Background: an optimization exercise with open tools, aiming at small area and a short achievable clock period. Do not read the settings as production practice. Only simulation tests tie the RTL to the original design; equivalence was not proved. No activity file was given, so power comes from the tool's default toggle rates.

// fpgaSynth
module fpgaSynth #(
	parameter int FifoDepth = 8,
	parameter int SclkDiv   = 4
) (
	input  logic        MAX10_CLK2_50,
	input  logic        arstN,
	input  logic        cfgWe,
	input  logic        cfgKind,
	input  logic [1:0]  cfgVoice,
	input  logic [31:0] cfgData,
	output logic        i2sSclk,
	output logic        i2sLrclk,
	output logic        i2sData
);
==> flow/config.mk <==
export PLATFORM = sky130hd
export DESIGN_NAME = fpgaSynth
export DESIGN_NICKNAME = fpgaSynth
export VERILOG_FILES = /design/flow/design.v
export SDC_FILE = /design/flow/constraint.sdc
export NUM_CORES = 4
export LEC_CHECK = 0
export CAP_MARGIN = 20
export CORE_MARGIN = 2
export CORE_UTILIZATION = 40
export CTS_CLUSTER_DIAMETER = 100
export CTS_CLUSTER_SIZE = 28
export PLACE_DENSITY = 0.7
export SLEW_MARGIN = 20
==> flow/constraint.sdc <==
create_clock -name core_clock -period 11.0 [get_ports {MAX10_CLK2_50}]
set_input_delay 2.2000 -clock core_clock [delete_from_list [all_inputs] [get_ports {MAX10_CLK2_50}]]
set_output_delay 2.2000 -clock core_clock [all_outputs]
set_load 0.01 [all_outputs]
standard.sh (not shown) runs the stock make flow with config.mk's settings and CLKGATE_MAP_FILE= SYNTH_SCRIPT=/design/flow/synth_recipe.tcl, a recipe that flattens the netlist after the stock synthesis.
==> flow/flow/run.sh <==
#!/bin/bash
set -euo pipefail
mapfile -t ARGS < flow/make_args.txt
bash standard.sh "${ARGS[@]}" finish > run_standard.log 2>&1
==> flow/flow/make_args.txt <==
SETUP_SLACK_MARGIN=7.7
BUFFER_PORTS_ARGS=-buffer_cell sky130_fd_sc_hd__buf_2
Edit:
==> flow/flow/make_args.txt (replaced) <==
SETUP_SLACK_MARGIN=7.5
BUFFER_PORTS_ARGS=-buffer_cell sky130_fd_sc_hd__buf_2
--- a/flow/config.mk
+++ b/flow/config.mk
@@ -11,4 +11,3 @@
 export CTS_CLUSTER_DIAMETER = 100
 export CTS_CLUSTER_SIZE = 28
-export PLACE_DENSITY = 0.7
 export SLEW_MARGIN = 20
The changed run finished clean.
Sequential cell count stays the same.
Setup slack is worse by 0.15 ns.
Fmax falls by 4.2%.
Routed wire length climbs by 2.1%.
Cell area shrinks by 0.73%.
Combinational power went up by about 1%.
Total power rose by 1.6%.
Die area stays the same.
Critical path depth rises by 10.
Clock power rises by about 5%.
Synthesized cell count is unchanged.
Edit:
==> flow/flow/make_args.txt (replaced) <==
SETUP_SLACK_MARGIN=7.7
BUFFER_PORTS_ARGS=-buffer_cell sky130_fd_sc_hd__buf_2
--- a/flow/config.mk
+++ b/flow/config.mk
@@ -9,5 +9,6 @@
 export CORE_MARGIN = 2
 export CORE_UTILIZATION = 40
-export CTS_CLUSTER_DIAMETER = 100
+export CTS_CLUSTER_DIAMETER = 200
 export CTS_CLUSTER_SIZE = 28
+export PLACE_DENSITY = 0.7
 export SLEW_MARGIN = 20
=>
- The changed run produced a clean layout
- critical path depth falls by 10
- routed wire length fell by 3.4%
- count of clock-buffer cells in the layout stays the same
- final cell count barely changes
- setup slack improves by 0.17 ns
- die area is unchanged
- global-route usage decreases by 0.82 points
- clock skew decreases by 0.023 ns
- cell area is about the same

fpgaSynth, a different RTL version from the one above (not shown whole).
For scale: about 2100 cells after synthesis, ~580 flip-flops, about 28000 um^2 of cells after synthesis.
==> flow/design.v (excerpt) <==
module fpgaSynth #(
	parameter int FifoDepth = 8,
	parameter int SclkDiv   = 4
) (
	input  logic        MAX10_CLK2_50,
	input  logic        arstN,
	input  logic        cfgWe,
	input  logic        cfgKind,
	input  logic [1:0]  cfgVoice,
	input  logic [31:0] cfgData,
	output logic        i2sSclk,
	output logic        i2sLrclk,
	output logic        i2sData
);
==> flow/config.mk <==
export PLATFORM = sky130hd
export DESIGN_NAME = fpgaSynth
export DESIGN_NICKNAME = fpgaSynth
export VERILOG_FILES = /design/flow/design.v
export SDC_FILE = /design/flow/constraint.sdc
export NUM_CORES = 4
export LEC_CHECK = 0
export CAP_MARGIN = 20
export CORE_MARGIN = 2
export CORE_UTILIZATION = 40
export CTS_CLUSTER_DIAMETER = 100
export CTS_CLUSTER_SIZE = 28
export SLEW_MARGIN = 20
==> flow/constraint.sdc <==
create_clock -name core_clock -period 11.0 [get_ports {MAX10_CLK2_50}]
set_input_delay 2.2000 -clock core_clock [delete_from_list [all_inputs] [get_ports {MAX10_CLK2_50}]]
set_output_delay 2.2000 -clock core_clock [all_outputs]
set_load 0.01 [all_outputs]
==> flow/flow/run.sh <==
#!/bin/bash
set -euo pipefail
MARGIN=$(cat flow/setup_margin.txt)
bash standard.sh "SETUP_SLACK_MARGIN=${MARGIN}" finish > run_standard.log 2>&1
==> flow/flow/setup_margin.txt <==
7.5
Rerun with:
CTS_CLUSTER_DIAMETER = not set   (was 100)
CTS_CLUSTER_SIZE = not set   (was 28)
Result: Hold slack improves by 4.9 ps. Combinational power fell by about 2%. Cell area climbs by about 3.6%. Sequential share of layout area decreases by 1.9 points. Core utilization goes up by 1.6 points. Register-to-register slack hardly moves.

[re-timing with driven ports]
In the flow no input, the clock included, has a driving cell. The finished layouts below were timed again as built, in two steps.
Step 1 sets driving cells, clkbuf_16 on the clock port and buf_2 on the other inputs (assumed; they add their load-dependent delay and slew).
Step 2 times the ports against the registers' clock, not the clock port: input delays grow and output delays shrink by t, the midpoint of the rising clock arrivals with the driver on.
Three values: no drivers, after step 1, after step 2; two values: the first two.
| run | t, ns | slack for setup (ns) | hold slack, ns | worst setup path at the end | worst data-port slew with drivers (ns) |
|---|---|---|---|---|---|
| the first run of note 1 | 0.667 | 7.650 / 7.585 / 7.267 | 0.356 / 0.356 / 0.356 | input to register | 0.04 |
| the second run of note 1 | 0.661 | 7.501 / 7.501 / 7.162 | 0.362 / 0.362 / 0.362 | input to register | 0.04 |
| the third run of note 1 | 0.651 | 7.673 / 7.615 / 7.273 | 0.357 / 0.357 / 0.357 | input to register | 0.04 |
| the first run of note 2 | 0.665 | 7.516 / 7.516 / 6.895 | 0.365 / 0.365 / 0.365 | input to register | 0.05 |
| the second run of note 2 | 0.685 | 7.528 / 7.528 / 6.907 | 0.370 / 0.370 / 0.370 | input to register | 0.06 |
After both steps every run listed still meets setup and hold.
